What follows belongs to an exercise in optimizing a design on an open flow for small area, a short achievable clock period and few clock cycles; a production flow would make more cautious choices. No activity file was given, so power comes from the tool's default toggle rates.

==> trial 69: inputs <==
Design odp_writer, start of the top module:
module odp_writer #(
    parameter int DEPTH = 20           
) (
    input  logic        clk,
    input  logic        rst_n,
    input  logic        px_in_vld,
    input  logic [15:0] px_in,
    output logic        px_in_rdy,
    output logic        MEM_REQ,
    output logic [31:0] MEM_ADDR,
    output logic [3:0]  MEM_CMD,
    output logic        MEM_WE,
    output logic [31:0] MEM_DOUT,
    output logic        MEM_WVLD,
    input  logic        MEM_WRDY,
    input  logic        MEM_ODP_SEL,
    input  logic        MEM_FIN,
    input  logic        ODP_START,
    output logic        ODP_STATUS,
    input  logic [31:0] CFG_WRITE_START_ADDR,
    input  logic [8:0]  CFG_WIDTH,
    input  logic [8:0]  CFG_HEIGHT,
    input  logic [9:0]  CFG_NUM_FMAP
);
==> module odp_writer, before the edit <==
module odp_writer #(
    parameter int DEPTH = 20           
) (
    input  logic        clk,
    input  logic        rst_n,
    input  logic        px_in_vld,
    input  logic [15:0] px_in,
    output logic        px_in_rdy,
    output logic        MEM_REQ,
    output logic [31:0] MEM_ADDR,
    output logic [3:0]  MEM_CMD,
    output logic        MEM_WE,
    output logic [31:0] MEM_DOUT,
    output logic        MEM_WVLD,
    input  logic        MEM_WRDY,
    input  logic        MEM_ODP_SEL,
    input  logic        MEM_FIN,
    input  logic        ODP_START,
    output logic        ODP_STATUS,
    input  logic [31:0] CFG_WRITE_START_ADDR,
    input  logic [8:0]  CFG_WIDTH,
    input  logic [8:0]  CFG_HEIGHT,
    input  logic [9:0]  CFG_NUM_FMAP
);
    localparam int MD = DEPTH - 1;             
    localparam int PW = $clog2(MD);
    localparam int CW = $clog2(DEPTH + 1);
    typedef enum logic [1:0] {B_IDLE, B_REQ, B_DATA, B_FIN} bst_t;
    logic          status_q, rdy_q, in_done_q, half_q;
    logic [8:0]    wlen_q, hlen_q, wc_q, hc_q;
    logic [9:0]    nc_q;
    logic [31:0]   addr_q;
    logic [31:0]   mem_q [MD];
    logic [PW-1:0] wr_q, rd_q;
    logic [CW-1:0] mcnt_q;                     
    logic          hv_q;                       
    logic [31:0]   dout_q;
    bst_t          bst_q;
    logic          req_q, wvld_q;
    logic [3:0]    cmd_q, beat_q;
    logic          xfer, last_px, commit, pop, ld, start, empty_job;
    logic [CW-1:0] mcnt_d, tot_d;
    logic          hv_d, in_done_d, half_d, status_d;
    assign px_in_rdy  = rdy_q;
    assign ODP_STATUS = status_q;
    assign MEM_REQ    = req_q;
    assign MEM_WE     = req_q;
    assign MEM_ADDR   = addr_q;
    assign MEM_CMD    = cmd_q;
    assign MEM_WVLD   = wvld_q;
    assign MEM_DOUT   = dout_q;
    assign empty_job = (CFG_WIDTH == '0) || (CFG_HEIGHT == '0) || (CFG_NUM_FMAP == '0);
    assign start     = !status_q && ODP_START && !empty_job;
    assign xfer      = px_in_vld && rdy_q;
    assign last_px   = (wc_q == 9'd1) && (hc_q == 9'd1) && (nc_q == 10'd1);
    assign commit    = xfer && (half_q || last_px);
    assign pop       = wvld_q && MEM_WRDY;
    assign ld        = (pop || !hv_q) && (mcnt_q != '0);
    assign mcnt_d    = mcnt_q + CW'(commit) - CW'(ld);
    assign hv_d      = ld ? 1'b1 : (pop ? 1'b0 : hv_q);
    assign tot_d     = mcnt_d + CW'(hv_d);
    assign in_done_d = start ? 1'b0 : (in_done_q || (xfer && last_px));
    assign half_d    = start ? 1'b0 : (xfer ? !half_q : half_q);
    always_comb begin
        status_d = status_q;
        if (start) status_d = 1'b1;
        else if (bst_q == B_FIN && MEM_FIN && in_done_q && mcnt_q == '0 && !hv_q) status_d = 1'b0;
    end
    always_ff @(posedge clk or negedge rst_n) begin
        if (!rst_n) begin
            status_q  <= 1'b0;
            rdy_q     <= 1'b0;
            in_done_q <= 1'b0;
            half_q    <= 1'b0;
            wr_q      <= '0;
            rd_q      <= '0;
            mcnt_q    <= '0;
            hv_q      <= 1'b0;
            bst_q     <= B_IDLE;
            req_q     <= 1'b0;
            wvld_q    <= 1'b0;
        end else begin
            status_q  <= status_d;
            in_done_q <= in_done_d;
            half_q    <= half_d;
            rdy_q     <= status_d && !in_done_d && (half_d || mcnt_d != CW'(MD));
            mcnt_q    <= mcnt_d;
            hv_q      <= hv_d;
            if (commit) wr_q <= (wr_q == PW'(MD - 1)) ? '0 : wr_q + PW'(1);
            if (ld)     rd_q <= (rd_q == PW'(MD - 1)) ? '0 : rd_q + PW'(1);
            case (bst_q)
                B_IDLE: if (status_q && (tot_d >= CW'(16) || (in_done_d && tot_d != '0))) begin
                    req_q <= 1'b1;
                    bst_q <= B_REQ;
                end
                B_REQ: if (MEM_ODP_SEL) begin
                    wvld_q <= 1'b1;
                    bst_q  <= B_DATA;
                end
                B_DATA: if (pop && beat_q == 4'd0) begin
                    wvld_q <= 1'b0;
                    bst_q  <= B_FIN;
                end
                B_FIN: if (MEM_FIN) begin
                    req_q <= 1'b0;
                    bst_q <= B_IDLE;
                end
                default: bst_q <= B_IDLE;
            endcase
        end
    end
    always_ff @(posedge clk) begin
        if (start) begin
            wlen_q <= CFG_WIDTH;
            hlen_q <= CFG_HEIGHT;
            wc_q   <= CFG_WIDTH;
            hc_q   <= CFG_HEIGHT;
            nc_q   <= CFG_NUM_FMAP;
            addr_q <= CFG_WRITE_START_ADDR;
        end else begin
            if (xfer) begin
                if (wc_q == 9'd1) begin
                    wc_q <= wlen_q;
                    if (hc_q == 9'd1) begin
                        hc_q <= hlen_q;
                        nc_q <= nc_q - 10'd1;
                    end else begin
                        hc_q <= hc_q - 9'd1;
                    end
                end else begin
                    wc_q <= wc_q - 9'd1;
                end
            end
            if (bst_q == B_FIN && MEM_FIN) addr_q[31:6] <= addr_q[31:6] + 26'd1;
        end
        if (bst_q == B_IDLE) begin
            cmd_q  <= (tot_d >= CW'(16)) ? 4'd15 : 4'(tot_d - CW'(1));
            beat_q <= (tot_d >= CW'(16)) ? 4'd15 : 4'(tot_d - CW'(1));
        end else if (bst_q == B_DATA && pop) begin
            beat_q <= beat_q - 4'd1;
        end
        if (ld) dout_q <= mem_q[rd_q];
    end
    always_ff @(posedge clk) begin
        if (xfer && !half_q) mem_q[wr_q][15:0] <= px_in;
        if (commit) mem_q[wr_q][31:16] <= half_q ? px_in : 16'h0000;
    end
endmodule
Settings: LEC_CHECK=0, CAP_MARGIN=20, CORE_MARGIN=2, CORE_UTILIZATION=40, SLEW_MARGIN=20; clock period 12.0 ns.
run.sh (not shown) runs the stock make flow with config.mk's settings and CLKGATE_MAP_FILE= SYNTH_SCRIPT=/design/flow/synth_recipe.tcl, a recipe that flattens the netlist after the stock synthesis.
==> trial 44 (differences from trial 69) <==
--- a/flow/design.v
+++ b/flow/design.v
@@ -1,4 +1,4 @@
 module odp_writer #(
-    parameter int DEPTH = 20           
+    parameter int DEPTH = 18           
 ) (
     input  logic        clk,
@@ -25,5 +25,4 @@
     localparam int MD = DEPTH - 1;             
     localparam int PW = $clog2(MD);
-    localparam int CW = $clog2(DEPTH + 1);
     typedef enum logic [1:0] {B_IDLE, B_REQ, B_DATA, B_FIN} bst_t;
     logic          status_q, rdy_q, in_done_q, half_q;
@@ -33,5 +32,5 @@
     logic [31:0]   mem_q [MD];
     logic [PW-1:0] wr_q, rd_q;
-    logic [CW-1:0] mcnt_q;                     
+    logic [DEPTH-1:0] tot_q;                   
     logic          hv_q;                       
     logic [31:0]   dout_q;
@@ -39,7 +38,10 @@
     logic          req_q, wvld_q;
     logic [3:0]    cmd_q, beat_q;
-    logic          xfer, last_px, commit, pop, ld, start, empty_job;
-    logic [CW-1:0] mcnt_d, tot_d;
-    logic          hv_d, in_done_d, half_d, status_d;
+    logic          empty_job, start, xfer, last_px, fin_px, commit, pop, ld, job_end;
+    logic          space0, space1, rdy_run, req_go;
+    logic          mnz, m_lt_md, m_lt_md1, ge16, ge15, nz;
+    logic [3:0]    cnt4, cnt4m1;
+    logic [3:0]    cmd_d;
+    logic [PW-1:0] wr_inc, rd_inc;
     assign px_in_rdy  = rdy_q;
     assign ODP_STATUS = status_q;
@@ -54,17 +56,28 @@
     assign xfer      = px_in_vld && rdy_q;
     assign last_px   = (wc_q == 9'd1) && (hc_q == 9'd1) && (nc_q == 10'd1);
+    assign fin_px    = xfer && last_px;
     assign commit    = xfer && (half_q || last_px);
     assign pop       = wvld_q && MEM_WRDY;
-    assign ld        = (pop || !hv_q) && (mcnt_q != '0);
-    assign mcnt_d    = mcnt_q + CW'(commit) - CW'(ld);
-    assign hv_d      = ld ? 1'b1 : (pop ? 1'b0 : hv_q);
-    assign tot_d     = mcnt_d + CW'(hv_d);
-    assign in_done_d = start ? 1'b0 : (in_done_q || (xfer && last_px));
-    assign half_d    = start ? 1'b0 : (xfer ? !half_q : half_q);
+    assign ld        = (pop || !hv_q) && mnz;
+    assign job_end   = (bst_q == B_FIN) && MEM_FIN && in_done_q && !nz;
+    assign nz       = tot_q[0];
+    assign ge15     = tot_q[14];
+    assign ge16     = tot_q[15];
+    assign mnz      = hv_q ? tot_q[1] : tot_q[0];
+    assign m_lt_md  = hv_q ? !tot_q[MD] : !tot_q[MD-1];
+    assign m_lt_md1 = hv_q ? !tot_q[MD-1] : !tot_q[MD-2];
     always_comb begin
-        status_d = status_q;
-        if (start) status_d = 1'b1;
-        else if (bst_q == B_FIN && MEM_FIN && in_done_q && mcnt_q == '0 && !hv_q) status_d = 1'b0;
+        cnt4   = 4'd0;                       
+        cnt4m1 = 4'd0;                       
+        for (int k = 0; k < 15; k++) if (tot_q[k]) cnt4 = 4'(k + 1);
+        for (int k = 1; k < 16; k++) if (tot_q[k]) cnt4m1 = 4'(k);
     end
+    assign space0  = ld || m_lt_md;                  
+    assign space1  = ld ? m_lt_md : m_lt_md1;        
+    assign rdy_run = xfer ? (!half_q || space1) : (half_q || space0);
+    assign req_go = status_q && (ge16 || (commit && ge15) || (in_done_q && nz) || fin_px);
+    assign cmd_d  = commit ? cnt4 : cnt4m1;
+    assign wr_inc = (wr_q == PW'(MD - 1)) ? '0 : wr_q + PW'(1);
+    assign rd_inc = (rd_q == PW'(MD - 1)) ? '0 : rd_q + PW'(1);
     always_ff @(posedge clk or negedge rst_n) begin
         if (!rst_n) begin
@@ -75,5 +88,5 @@
             wr_q      <= '0;
             rd_q      <= '0;
-            mcnt_q    <= '0;
+            tot_q     <= '0;
             hv_q      <= 1'b0;
             bst_q     <= B_IDLE;
@@ -81,14 +94,22 @@
             wvld_q    <= 1'b0;
         end else begin
-            status_q  <= status_d;
-            in_done_q <= in_done_d;
-            half_q    <= half_d;
-            rdy_q     <= status_d && !in_done_d && (half_d || mcnt_d != CW'(MD));
-            mcnt_q    <= mcnt_d;
-            hv_q      <= hv_d;
-            if (commit) wr_q <= (wr_q == PW'(MD - 1)) ? '0 : wr_q + PW'(1);
-            if (ld)     rd_q <= (rd_q == PW'(MD - 1)) ? '0 : rd_q + PW'(1);
+            if (!status_q) begin
+                status_q  <= start;
+                rdy_q     <= start;
+                in_done_q <= 1'b0;
+                half_q    <= 1'b0;
+            end else begin
+                if (job_end) status_q <= 1'b0;
+                rdy_q     <= !in_done_q && !fin_px && rdy_run;
+                in_done_q <= in_done_q || fin_px;
+                half_q    <= half_q ^ xfer;
+            end
+            if (commit && !pop)      tot_q <= {tot_q[DEPTH-2:0], 1'b1};
+            else if (pop && !commit) tot_q <= {1'b0, tot_q[DEPTH-1:1]};
+            hv_q   <= ld || (hv_q && !pop);
+            if (commit) wr_q <= wr_inc;
+            if (ld)     rd_q <= rd_inc;
             case (bst_q)
-                B_IDLE: if (status_q && (tot_d >= CW'(16) || (in_done_d && tot_d != '0))) begin
+                B_IDLE: if (req_go) begin
                     req_q <= 1'b1;
                     bst_q <= B_REQ;
@@ -111,5 +132,5 @@
     end
     always_ff @(posedge clk) begin
-        if (start) begin
+        if (!status_q) begin
             wlen_q <= CFG_WIDTH;
             hlen_q <= CFG_HEIGHT;
@@ -135,6 +156,6 @@
         end
         if (bst_q == B_IDLE) begin
-            cmd_q  <= (tot_d >= CW'(16)) ? 4'd15 : 4'(tot_d - CW'(1));
-            beat_q <= (tot_d >= CW'(16)) ? 4'd15 : 4'(tot_d - CW'(1));
+            cmd_q  <= cmd_d;
+            beat_q <= cmd_d;
         end else if (bst_q == B_DATA && pop) begin
             beat_q <= beat_q - 4'd1;
ABC_CLOCK_PERIOD_IN_PS = 3000   (was not set)
CORE_UTILIZATION = 55   (was 40)
==> summary of the runs <==
- Trial 44 finished with timing, DRC and antenna clean. Trial 69 passed the timing, design-rule and antenna checks.
- Against trial 44, the synthesized area of trial 69 is larger by 6.6%.
- Between trial 44 and trial 69, the lower sequential power is in trial 44 (gap 12%, measured against trial 69).
- In trial 69 the worst hold slack is worse than in trial 44, by 61 ps.
- In trial 69 the fmax is smaller than in trial 44, by 18%.
- Of trial 69 and trial 44, trial 69 has the higher non-clock buffer count (gap 26).
- Of trial 69 and trial 44, trial 69 has the higher power (gap 21%, measured against trial 44).
- In trial 69 the count of clock-buffer cells in the layout is higher than in trial 44, by 8.
- Of trial 69 and trial 44, trial 69 has the higher first-iteration DRC count (gap about 5%, measured against trial 44).
- In trial 44 the wire length is smaller than in trial 69, by 5.3%.
- Between trial 44 and trial 69, the lower die area is in trial 44 (gap 31%, measured against trial 69).
- Between trial 69 and trial 44, the lower cell count is in trial 44 (gap 8.6%, measured against trial 44).
==> figures <==
| item | trial 44 | trial 69 |
|---|---|---|
| Result of the run | complete, no violations | complete, no violations |
| Die Y-Extent | 232.3 um | 280.3 um |
| Cell area after placement | 30950 um2 | 33470 um2 |
| Total Routed Length | 64440 um | 68060 um |
| Mapped Nets | 1886 | 1763 |
| Fin area | 33280 um2 | 36170 um2 |
| Multi-input gate area in the final layout | 7301 um2 | 7727 um2 |
| Pin count of the biggest net entering global routing | 94 | 96 |
| Wire length of the first global-routing pass | 97920 um | 102700 um |
| Fraction of final layout cells sized beyond drive strength 1 | 15.72% | 22.38% |
| Final worst clock skew | 31.57 ps | 22.47 ps |
| Relative max-transition margin | 30.70% | 31.69% |
| Amount of wire on met2 after detailed routing | 31510 um | 33590 um |
| Setup WS pre-CTS | 6510 ps | 5449 ps |
| Tap cell count | 680 | 978 |
| Critical register-to-register path startpoint | wc_q[1] | hc_q[1] |
| Register share of the cell area | 62.55% | 61.96% |
| Total clock buffers created by CTS | 72 | 81 |
| Top fanout value on the critical path | 16 | 36 |
| Post-detailed-route wirelength per cell | 24.06 um | 23.40 um |
| Switching fraction of total power | 29.24% | 29.28% |
| GR Util met1 | 35.42% | 23.25% |
| Cells after Synth | 1782 | 1649 |
No functional check of the RTL was part of any run of this note.

-- static timing again, ports no longer ideal --
Ports are ideal in the flow. The routed layouts listed here were re-timed in OpenROAD. Step 1, drivers: a clkbuf_16 drives clk and a buf_2 each remaining input, both assumed. Step 2 moves the port delays by t, midway between the first and last clock arrival at a register: inputs arrive t later, outputs are due t later. That takes back most of the time a late clock gives input paths. Slacks: no drivers / after step 1 / after step 2; pairs: no drivers / after step 1.
run | t, ns | slack for setup (ns) | worst setup path at the end
trial 69 | 0.678 | 6.098 / 6.108 / 5.429 | input to register
trial 44 | 0.662 | 7.155 / 7.193 / 6.531 | input to register
After both steps every run listed still meets setup and hold. The setup slack of trial 69, which loses most, moves by +0.010 ns with the drivers and by -0.669 ns with both steps.
